Background: an optimization exercise with open tools, aiming at small area, a short achievable clock period and few clock cycles per item. Do not read the settings as production practice.
Only simulation tests tie the RTL to the original design; equivalence was not proved.
Power is estimated from default activity; no workload was simulated.

==> run a <==
==> flow/design.v (excerpt) <==
module iir_biquad_tdm (
  input  logic               clk,
  input  logic               reset,
  input  logic               in_valid,
  output logic               in_ready,
  input  logic [1:0]         in_ch,
  input  logic [16:0]        x,
  input  logic               coef_we,
  input  logic [2:0]         coef_sel,
  input  logic [16:0]        coef_data,
  output logic               out_valid,
  output logic [1:0]         out_ch,
  output logic [16:0]        y,
  output logic               ovf
);
==> module iir_biquad_tdm, before the edit <==
module iir_biquad_tdm (
  input  logic               clk,
  input  logic               reset,
  input  logic               in_valid,
  output logic               in_ready,
  input  logic [1:0]         in_ch,
  input  logic [16:0]        x,
  input  logic               coef_we,
  input  logic [2:0]         coef_sel,
  input  logic [16:0]        coef_data,
  output logic               out_valid,
  output logic [1:0]         out_ch,
  output logic [16:0]        y,
  output logic               ovf
);
  logic [1:0]  slot;
  logic        rdy_q, busy_q, rdy, v0;
  logic [1:0]  c0;
  logic [16:0] x0;
  logic [25:0] cb0, cb1, cb2, ca1, ca2;
  logic        pv;
  logic [2:0]  psel;
  logic [1:0]  pcnt;
  logic [16:0] pdata;
  logic [16:0] rx1 [4], rx2 [4], ry1 [4], ry2 [4];
  logic        vs1, vs2, vs3, vs4, vs5;
  logic [35:0] p1a, p1b, p2a, p2b, p3a, p3b, p4a, p4b, p5a, p5b;
  logic [35:0] q1a, q1b, q2a, q2b, q3a, q3b, q4a, q4b, q5a, q5b;
  logic [16:0] y_d;
  logic        ovf_d;
  logic        issue, cw, cw_d, apply, v0_n, pv_n, rdy_n;
  logic [1:0]  c0_n, pcnt_n;
  logic [2:0]  psel_n;
  function automatic logic [25:0] booth_enc(input logic [16:0] c,
                                              input logic negate);
    logic [8:0] one, neg;
    logic [7:0] two;
    logic hi, mid, lo;
    for (int k = 0; k < 9; k++) begin
      hi  = c[(2*k+1 > 16) ? 16 : 2*k+1];
      mid = c[2*k];
      lo  = (k == 0) ? 1'b0 : c[2*k-1];
      one[k] = mid ^ lo;
      if (k < 8) two[k] = (hi & ~mid & ~lo) | (~hi & mid & lo);
      neg[k] = negate ? (~hi & (mid | lo)) : (hi & ~(mid & lo));
    end
    booth_enc = {neg, two, one};
  endfunction
  function automatic logic [1:0] lat(input logic [2:0] sel);
    case (sel)
      3'd1:    lat = 2'd0;    
      3'd0:    lat = 2'd1;    
      3'd4:    lat = 2'd2;    
      default: lat = 2'd3;    
    endcase
  endfunction
  assign in_ready = rdy_q;
  assign rdy      = ~busy_q;
  assign issue    = v0 & (c0 == slot);
  assign cw       = rdy & coef_we;
  assign cw_d     = cw & (coef_sel == 3'd0 | coef_sel == 3'd1 |
                          coef_sel == 3'd3 | coef_sel == 3'd4);
  assign apply    = pv & (pcnt == lat(psel));
  assign v0_n   = rdy ? in_valid : (v0 & ~issue);
  assign c0_n   = rdy ? in_ch : c0;
  assign pv_n   = cw_d | (pv & ~apply);
  assign psel_n = cw_d ? coef_sel : psel;
  assign pcnt_n = cw_d ? 2'd0 : pcnt + 2'd1;
  assign rdy_n  = (~v0_n | (c0_n == slot + 2'd1)) &
                  (~pv_n | (pcnt_n == lat(psel_n)));
  iir_st0 u_s0 (.c(cb2), .d(rx2[0]), .out_a(q1a), .out_b(q1b));
  iir_stm u_s1 (.c(cb1), .d(rx2[3]), .in_a(p1a), .in_b(p1b), .out_a(q2a), .out_b(q2b));
  iir_stm u_s2 (.c(cb0), .d(rx1[2]), .in_a(p2a), .in_b(p2b), .out_a(q3a), .out_b(q3b));
  iir_stm u_s3 (.c(ca2), .d(ry2[1]), .in_a(p3a), .in_b(p3b), .out_a(q4a), .out_b(q4b));
  iir_stm u_s4 (.c(ca1), .d(ry1[0]), .in_a(p4a), .in_b(p4b), .out_a(q5a), .out_b(q5b));
  iir_stf u_s5 (.in_a(p5a), .in_b(p5b), .y_o(y_d), .ovf_o(ovf_d));
  always_ff @(posedge clk) begin
    p1a <= q1a; p1b <= q1b;
    p2a <= q2a; p2b <= q2b;
    p3a <= q3a; p3b <= q3b;
    p4a <= q4a; p4b <= q4b;
    p5a <= q5a; p5b <= q5b;
    y   <= y_d;
    ovf <= ovf_d;
    out_ch <= slot - 2'd1;
    if (rdy) begin
      c0 <= in_ch;
      x0 <= x;
    end
    if (cw_d) begin
      psel  <= coef_sel;
      pdata <= coef_data;
    end
    pcnt <= pcnt_n;
    if (reset) begin
      slot  <= 2'd0;
      rdy_q <= 1'b1;
      busy_q <= 1'b0;
      v0    <= 1'b0;
      pv    <= 1'b0;
      vs1 <= 1'b0; vs2 <= 1'b0; vs3 <= 1'b0; vs4 <= 1'b0; vs5 <= 1'b0;
      out_valid <= 1'b0;
      cb0 <= '0; cb1 <= '0; cb2 <= '0; ca1 <= '0; ca2 <= '0;
      for (int k = 0; k < 4; k++) begin
        rx1[k] <= '0; rx2[k] <= '0; ry1[k] <= '0; ry2[k] <= '0;
      end
    end else begin
      slot  <= slot + 2'd1;
      rdy_q <= rdy_n;
      busy_q <= ~rdy_n;
      v0    <= v0_n;
      pv    <= pv_n;
      vs1 <= issue; vs2 <= vs1; vs3 <= vs2; vs4 <= vs3; vs5 <= vs4;
      out_valid <= vs5;
      if (cw && coef_sel == 3'd2) cb2 <= booth_enc(coef_data, 1'b0);
      if (apply) begin
        case (psel)
          3'd0:    cb0 <= booth_enc(pdata, 1'b0);
          3'd1:    cb1 <= booth_enc(pdata, 1'b0);
          3'd3:    ca1 <= booth_enc(pdata, 1'b1);
          default: ca2 <= booth_enc(pdata, 1'b1);
        endcase
      end
      for (int k = 0; k < 4; k++) begin
        rx1[k] <= rx1[(k + 1) % 4];
        rx2[k] <= rx2[(k + 1) % 4];
        ry1[k] <= ry1[(k + 1) % 4];
        ry2[k] <= ry2[(k + 1) % 4];
      end
      if (issue) begin
        rx1[3] <= x0;
        rx2[3] <= rx1[0];
      end
      if (vs5) begin
        ry1[2] <= y_d;
        ry2[2] <= ry1[3];
      end
    end
  end
endmodule
clock: 13.0 ns
lec_check: 0
abc_area: 1
cap_margin: 20
core_margin: 2
core_utilization: 40
slew_margin: 20
standard.sh (not shown) runs the stock make flow with config.mk's settings and CLKGATE_MAP_FILE= SYNTH_SCRIPT=/design/flow/synth_recipe.tcl, a recipe that flattens the netlist after the stock synthesis.
==> flow/flow/run.sh <==
#!/bin/bash
# Standard ORFS layout with three changes to how it is made:
#  - after the standard synthesis, flow/invopt.py re-chooses the polarity of
#    each full adder (and of some two-level gates) to cancel the inverters
#    synthesis leaves between adders; the logic and registers are unchanged;
#  - the port buffers use a plain buffer cell instead of a delay buffer;
#  - the timing repair aims below the clock period (setup margin).
# Each tool's output goes to a log file of its own in this folder.
set -euo pipefail
cd "$(dirname "$0")/.."
KNOBS=(BUFFER_PORTS_ARGS="-buffer_cell sky130_fd_sc_hd__buf_4" SETUP_SLACK_MARGIN=9.4)
RES="$PWD/orfs/results/sky130hd/iir_biquad_tdm/base"
bash standard.sh "${KNOBS[@]}" "$RES/1_2_yosys.v" > flow_synth.log 2>&1
cp "$RES/1_2_yosys.v" yosys_netlist.v
python3 flow/invopt.py yosys_netlist.v "$RES/1_2_yosys.v" > invopt.log 2>&1
bash standard.sh "${KNOBS[@]}" finish > flow_make.log 2>&1
Other scripts of this flow, unchanged in this note and not shown: flow/flow/invopt.py
==> run b (differences from run a) <==
--- a/flow/design.v
+++ b/flow/design.v
@@ -1062,7 +1062,7 @@
   output logic [16:0]        y,
   output logic               ovf
 );
-  logic [1:0]  slot;
+  logic [1:0]  slot, zc;
   logic        rdy_q, busy_q, rdy, v0;
   logic [1:0]  c0;
   logic [16:0] x0;
@@ -1079,6 +1079,7 @@
   logic        ovf_d;
   logic        issue, cw, cw_d, apply, v0_n, pv_n, rdy_n;
   logic [1:0]  c0_n, pcnt_n;
+  logic [25:0] enc_in, enc_p;
   logic [2:0]  psel_n;
   function automatic logic [25:0] booth_enc(input logic [16:0] c,
                                               input logic negate);
@@ -1115,8 +1116,20 @@
   assign pv_n   = cw_d | (pv & ~apply);
   assign psel_n = cw_d ? coef_sel : psel;
   assign pcnt_n = cw_d ? 2'd0 : pcnt + 2'd1;
-  assign rdy_n  = (~v0_n | (c0_n == slot + 2'd1)) &
-                  (~pv_n | (pcnt_n == lat(psel_n)));
+  assign rdy_n  = rdy ? (~(in_valid & (in_ch != slot + 2'd1)) &
+                         ~(coef_we & (coef_sel == 3'd0 | coef_sel == 3'd3 |
+                                      coef_sel == 3'd4)))
+                      : ((~v0_n | (c0 == slot + 2'd1)) &
+                         (~pv_n | (pcnt_n == lat(psel_n))) & (zc[1] == 1'b0));
+  assign enc_in = booth_enc(coef_data, 1'b0) & {26{~reset}};
+  assign enc_p  = booth_enc(pdata, psel[2] | psel[1]) & {26{~reset}};
+  always_ff @(posedge clk) begin
+    if (reset | (cw & (coef_sel == 3'd2)))  cb2 <= enc_in;
+    if (reset | (apply & (psel == 3'd0)))   cb0 <= enc_p;
+    if (reset | (apply & (psel == 3'd1)))   cb1 <= enc_p;
+    if (reset | (apply & (psel == 3'd3)))   ca1 <= enc_p;
+    if (reset | (apply & (psel == 3'd4)))   ca2 <= enc_p;
+  end
   iir_st0 u_s0 (.c(cb2), .d(rx2[0]), .out_a(q1a), .out_b(q1b));
   iir_stm u_s1 (.c(cb1), .d(rx2[3]), .in_a(p1a), .in_b(p1b), .out_a(q2a), .out_b(q2b));
   iir_stm u_s2 (.c(cb0), .d(rx1[2]), .in_a(p2a), .in_b(p2b), .out_a(q3a), .out_b(q3b));
@@ -1143,47 +1156,43 @@
     pcnt <= pcnt_n;
     if (reset) begin
       slot  <= 2'd0;
-      rdy_q <= 1'b1;
-      busy_q <= 1'b0;
+      zc    <= 2'd3;
+      rdy_q <= 1'b0;
+      busy_q <= 1'b1;
       v0    <= 1'b0;
       pv    <= 1'b0;
       vs1 <= 1'b0; vs2 <= 1'b0; vs3 <= 1'b0; vs4 <= 1'b0; vs5 <= 1'b0;
       out_valid <= 1'b0;
-      cb0 <= '0; cb1 <= '0; cb2 <= '0; ca1 <= '0; ca2 <= '0;
-      for (int k = 0; k < 4; k++) begin
-        rx1[k] <= '0; rx2[k] <= '0; ry1[k] <= '0; ry2[k] <= '0;
-      end
     end else begin
       slot  <= slot + 2'd1;
+      if (zc != 2'd0) zc <= zc - 2'd1;
       rdy_q <= rdy_n;
       busy_q <= ~rdy_n;
       v0    <= v0_n;
       pv    <= pv_n;
       vs1 <= issue; vs2 <= vs1; vs3 <= vs2; vs4 <= vs3; vs5 <= vs4;
       out_valid <= vs5;
-      if (cw && coef_sel == 3'd2) cb2 <= booth_enc(coef_data, 1'b0);
-      if (apply) begin
-        case (psel)
-          3'd0:    cb0 <= booth_enc(pdata, 1'b0);
-          3'd1:    cb1 <= booth_enc(pdata, 1'b0);
-          3'd3:    ca1 <= booth_enc(pdata, 1'b1);
-          default: ca2 <= booth_enc(pdata, 1'b1);
-        endcase
-      end
-      for (int k = 0; k < 4; k++) begin
-        rx1[k] <= rx1[(k + 1) % 4];
-        rx2[k] <= rx2[(k + 1) % 4];
-        ry1[k] <= ry1[(k + 1) % 4];
-        ry2[k] <= ry2[(k + 1) % 4];
-      end
-      if (issue) begin
-        rx1[3] <= x0;
-        rx2[3] <= rx1[0];
-      end
-      if (vs5) begin
-        ry1[2] <= y_d;
-        ry2[2] <= ry1[3];
-      end
+    end
+  end
+  always_ff @(posedge clk) begin
+    for (int k = 0; k < 4; k++) begin
+      rx1[k] <= rx1[(k + 1) % 4];
+      rx2[k] <= rx2[(k + 1) % 4];
+      ry1[k] <= ry1[(k + 1) % 4];
+      ry2[k] <= ry2[(k + 1) % 4];
+    end
+    if (reset || zc != 2'd0) begin
+      rx1[3] <= '0;
+      rx2[3] <= '0;
+      ry1[3] <= '0;
+      ry2[3] <= '0;
+    end else if (issue) begin
+      rx1[3] <= x0;
+      rx2[3] <= rx1[0];
+    end
+    if (vs5 && !reset) begin
+      ry1[2] <= y_d;
+      ry2[2] <= ry1[3];
     end
   end
 endmodule
--- a/flow/flow/run.sh
+++ b/flow/flow/run.sh
@@ -8,7 +8,7 @@
 # Each tool's output goes to a log file of its own in this folder.
 set -euo pipefail
 cd "$(dirname "$0")/.."
-KNOBS=(BUFFER_PORTS_ARGS="-buffer_cell sky130_fd_sc_hd__buf_4" SETUP_SLACK_MARGIN=9.4)
+KNOBS=(BUFFER_PORTS_ARGS="-buffer_cell sky130_fd_sc_hd__buf_4" SETUP_SLACK_MARGIN=9.3)
 RES="$PWD/orfs/results/sky130hd/iir_biquad_tdm/base"
 bash standard.sh "${KNOBS[@]}" "$RES/1_2_yosys.v" > flow_synth.log 2>&1
 cp "$RES/1_2_yosys.v" yosys_netlist.v
- ABC_AREA: 1 -> not set
- CTS_CLUSTER_DIAMETER: not set -> 80
- CTS_CLUSTER_SIZE: not set -> 26
==> run c (differences from run a) <==
--- a/flow/design.v
+++ b/flow/design.v
@@ -1062,7 +1062,7 @@
   output logic [16:0]        y,
   output logic               ovf
 );
-  logic [1:0]  slot;
+  logic [1:0]  slot, zc;
   logic        rdy_q, busy_q, rdy, v0;
   logic [1:0]  c0;
   logic [16:0] x0;
@@ -1079,6 +1079,7 @@
   logic        ovf_d;
   logic        issue, cw, cw_d, apply, v0_n, pv_n, rdy_n;
   logic [1:0]  c0_n, pcnt_n;
+  logic [25:0] enc_in, enc_p;
   logic [2:0]  psel_n;
   function automatic logic [25:0] booth_enc(input logic [16:0] c,
                                               input logic negate);
@@ -1115,8 +1116,20 @@
   assign pv_n   = cw_d | (pv & ~apply);
   assign psel_n = cw_d ? coef_sel : psel;
   assign pcnt_n = cw_d ? 2'd0 : pcnt + 2'd1;
-  assign rdy_n  = (~v0_n | (c0_n == slot + 2'd1)) &
-                  (~pv_n | (pcnt_n == lat(psel_n)));
+  assign rdy_n  = rdy ? (~(in_valid & (in_ch != slot + 2'd1)) &
+                         ~(coef_we & (coef_sel == 3'd0 | coef_sel == 3'd3 |
+                                      coef_sel == 3'd4)))
+                      : ((~v0_n | (c0 == slot + 2'd1)) &
+                         (~pv_n | (pcnt_n == lat(psel_n))) & (zc[1] == 1'b0));
+  assign enc_in = booth_enc(coef_data, 1'b0) & {26{~reset}};
+  assign enc_p  = booth_enc(pdata, psel[2] | psel[1]) & {26{~reset}};
+  always_ff @(posedge clk) begin
+    if (reset | (cw & (coef_sel == 3'd2)))  cb2 <= enc_in;
+    if (reset | (apply & (psel == 3'd0)))   cb0 <= enc_p;
+    if (reset | (apply & (psel == 3'd1)))   cb1 <= enc_p;
+    if (reset | (apply & (psel == 3'd3)))   ca1 <= enc_p;
+    if (reset | (apply & (psel == 3'd4)))   ca2 <= enc_p;
+  end
   iir_st0 u_s0 (.c(cb2), .d(rx2[0]), .out_a(q1a), .out_b(q1b));
   iir_stm u_s1 (.c(cb1), .d(rx2[3]), .in_a(p1a), .in_b(p1b), .out_a(q2a), .out_b(q2b));
   iir_stm u_s2 (.c(cb0), .d(rx1[2]), .in_a(p2a), .in_b(p2b), .out_a(q3a), .out_b(q3b));
@@ -1143,47 +1156,43 @@
     pcnt <= pcnt_n;
     if (reset) begin
       slot  <= 2'd0;
-      rdy_q <= 1'b1;
-      busy_q <= 1'b0;
+      zc    <= 2'd3;
+      rdy_q <= 1'b0;
+      busy_q <= 1'b1;
       v0    <= 1'b0;
       pv    <= 1'b0;
       vs1 <= 1'b0; vs2 <= 1'b0; vs3 <= 1'b0; vs4 <= 1'b0; vs5 <= 1'b0;
       out_valid <= 1'b0;
-      cb0 <= '0; cb1 <= '0; cb2 <= '0; ca1 <= '0; ca2 <= '0;
-      for (int k = 0; k < 4; k++) begin
-        rx1[k] <= '0; rx2[k] <= '0; ry1[k] <= '0; ry2[k] <= '0;
-      end
     end else begin
       slot  <= slot + 2'd1;
+      if (zc != 2'd0) zc <= zc - 2'd1;
       rdy_q <= rdy_n;
       busy_q <= ~rdy_n;
       v0    <= v0_n;
       pv    <= pv_n;
       vs1 <= issue; vs2 <= vs1; vs3 <= vs2; vs4 <= vs3; vs5 <= vs4;
       out_valid <= vs5;
-      if (cw && coef_sel == 3'd2) cb2 <= booth_enc(coef_data, 1'b0);
-      if (apply) begin
-        case (psel)
-          3'd0:    cb0 <= booth_enc(pdata, 1'b0);
-          3'd1:    cb1 <= booth_enc(pdata, 1'b0);
-          3'd3:    ca1 <= booth_enc(pdata, 1'b1);
-          default: ca2 <= booth_enc(pdata, 1'b1);
-        endcase
-      end
-      for (int k = 0; k < 4; k++) begin
-        rx1[k] <= rx1[(k + 1) % 4];
-        rx2[k] <= rx2[(k + 1) % 4];
-        ry1[k] <= ry1[(k + 1) % 4];
-        ry2[k] <= ry2[(k + 1) % 4];
-      end
-      if (issue) begin
-        rx1[3] <= x0;
-        rx2[3] <= rx1[0];
-      end
-      if (vs5) begin
-        ry1[2] <= y_d;
-        ry2[2] <= ry1[3];
-      end
+    end
+  end
+  always_ff @(posedge clk) begin
+    for (int k = 0; k < 4; k++) begin
+      rx1[k] <= rx1[(k + 1) % 4];
+      rx2[k] <= rx2[(k + 1) % 4];
+      ry1[k] <= ry1[(k + 1) % 4];
+      ry2[k] <= ry2[(k + 1) % 4];
+    end
+    if (reset || zc != 2'd0) begin
+      rx1[3] <= '0;
+      rx2[3] <= '0;
+      ry1[3] <= '0;
+      ry2[3] <= '0;
+    end else if (issue) begin
+      rx1[3] <= x0;
+      rx2[3] <= rx1[0];
+    end
+    if (vs5 && !reset) begin
+      ry1[2] <= y_d;
+      ry2[2] <= ry1[3];
     end
   end
 endmodule
--- a/flow/flow/run.sh
+++ b/flow/flow/run.sh
@@ -8,7 +8,7 @@
 # Each tool's output goes to a log file of its own in this folder.
 set -euo pipefail
 cd "$(dirname "$0")/.."
-KNOBS=(BUFFER_PORTS_ARGS="-buffer_cell sky130_fd_sc_hd__buf_4" SETUP_SLACK_MARGIN=9.4)
+KNOBS=(BUFFER_PORTS_ARGS="-buffer_cell sky130_fd_sc_hd__buf_4" SETUP_SLACK_MARGIN=9.3)
 RES="$PWD/orfs/results/sky130hd/iir_biquad_tdm/base"
 bash standard.sh "${KNOBS[@]}" "$RES/1_2_yosys.v" > flow_synth.log 2>&1
 cp "$RES/1_2_yosys.v" yosys_netlist.v
- ABC_AREA: 1 -> not set
==> qor summary <==
Critical hold path startpoint: run b rx1[1][14]$_DFF_P_; run a p2a[35]$_DFF_P_; run c rx1[1][1]$_DFF_P_
Length in cells of the worst reg-to-reg path: run b 7; run a 9; run c 7
Total met2 wirelength after detailed routing: run b 67120 um; run a 85270 um; run c 67170 um
Post-CTS setup buffers: run b 106; run a 291; run c 99
Layout cells sized above 1: run b 12.68%; run a 19.17%; run c 13.21%
Hold Worst Slack: run b 0.3208 ns; run a 0.3273 ns; run c 0.3179 ns
Wire length on met3: run b 10100 um; run a 11860 um; run c 10180 um
Max stage delay on crit path: run b 0.34 ns; run a 0.32 ns; run c 0.33 ns
Crit path time final: run b 3.719 ns; run a 3.751 ns; run c 3.706 ns
Leakage power: run b 21.44 nW; run a 27.93 nW; run c 22.05 nW
Outcome: run b no timing/DRC/antenna violations; run a no timing/DRC/antenna violations; run c no timing/DRC/antenna violations
Violation count after the first detailed-route iteration: run b 3385; run a 3483; run c 3301
Number of inserted diodes: run b 1; run a 1; run c 2
Testbench counts of run a, summed over its fixed seeds: cycles 4,240, items 4,096.
Testbench counts of run b, summed over its fixed seeds: cycles 4,256, items 4,096.
Testbench counts of run c, summed over its fixed seeds: cycles 4,256, items 4,096.

[static timing again, ports no longer ideal]
The results above use ideal ports. As a check the final layouts listed here were re-extracted and re-timed, cells and wires unchanged. Step 1 sets driving cells, clkbuf_16 on the clock port and buf_2 on the other inputs (assumed; they add their load-dependent delay and slew). Step 2, shift: input delay + t, output delay - t, t = (earliest + latest rising clock arrival at the registers) / 2. This alone moves slack from input paths to output paths. a / b / c = ideal / step 1 / step 2; a / b = the first two.
run | shift t [ns] | slack for setup (ns) | worst slew at a driven data input, ns
run a | 0.780 | 9.249 / 9.172 / 8.865 | 0.08
run b | 0.712 | 9.281 / 9.208 / 8.638 | 0.06
run c | 0.728 | 9.294 / 9.220 / 8.628 | 0.06
After both steps every run listed still meets setup and hold. The setup slack of run c, which loses most, moves by -0.074 ns with the drivers and by -0.666 ns with both steps.
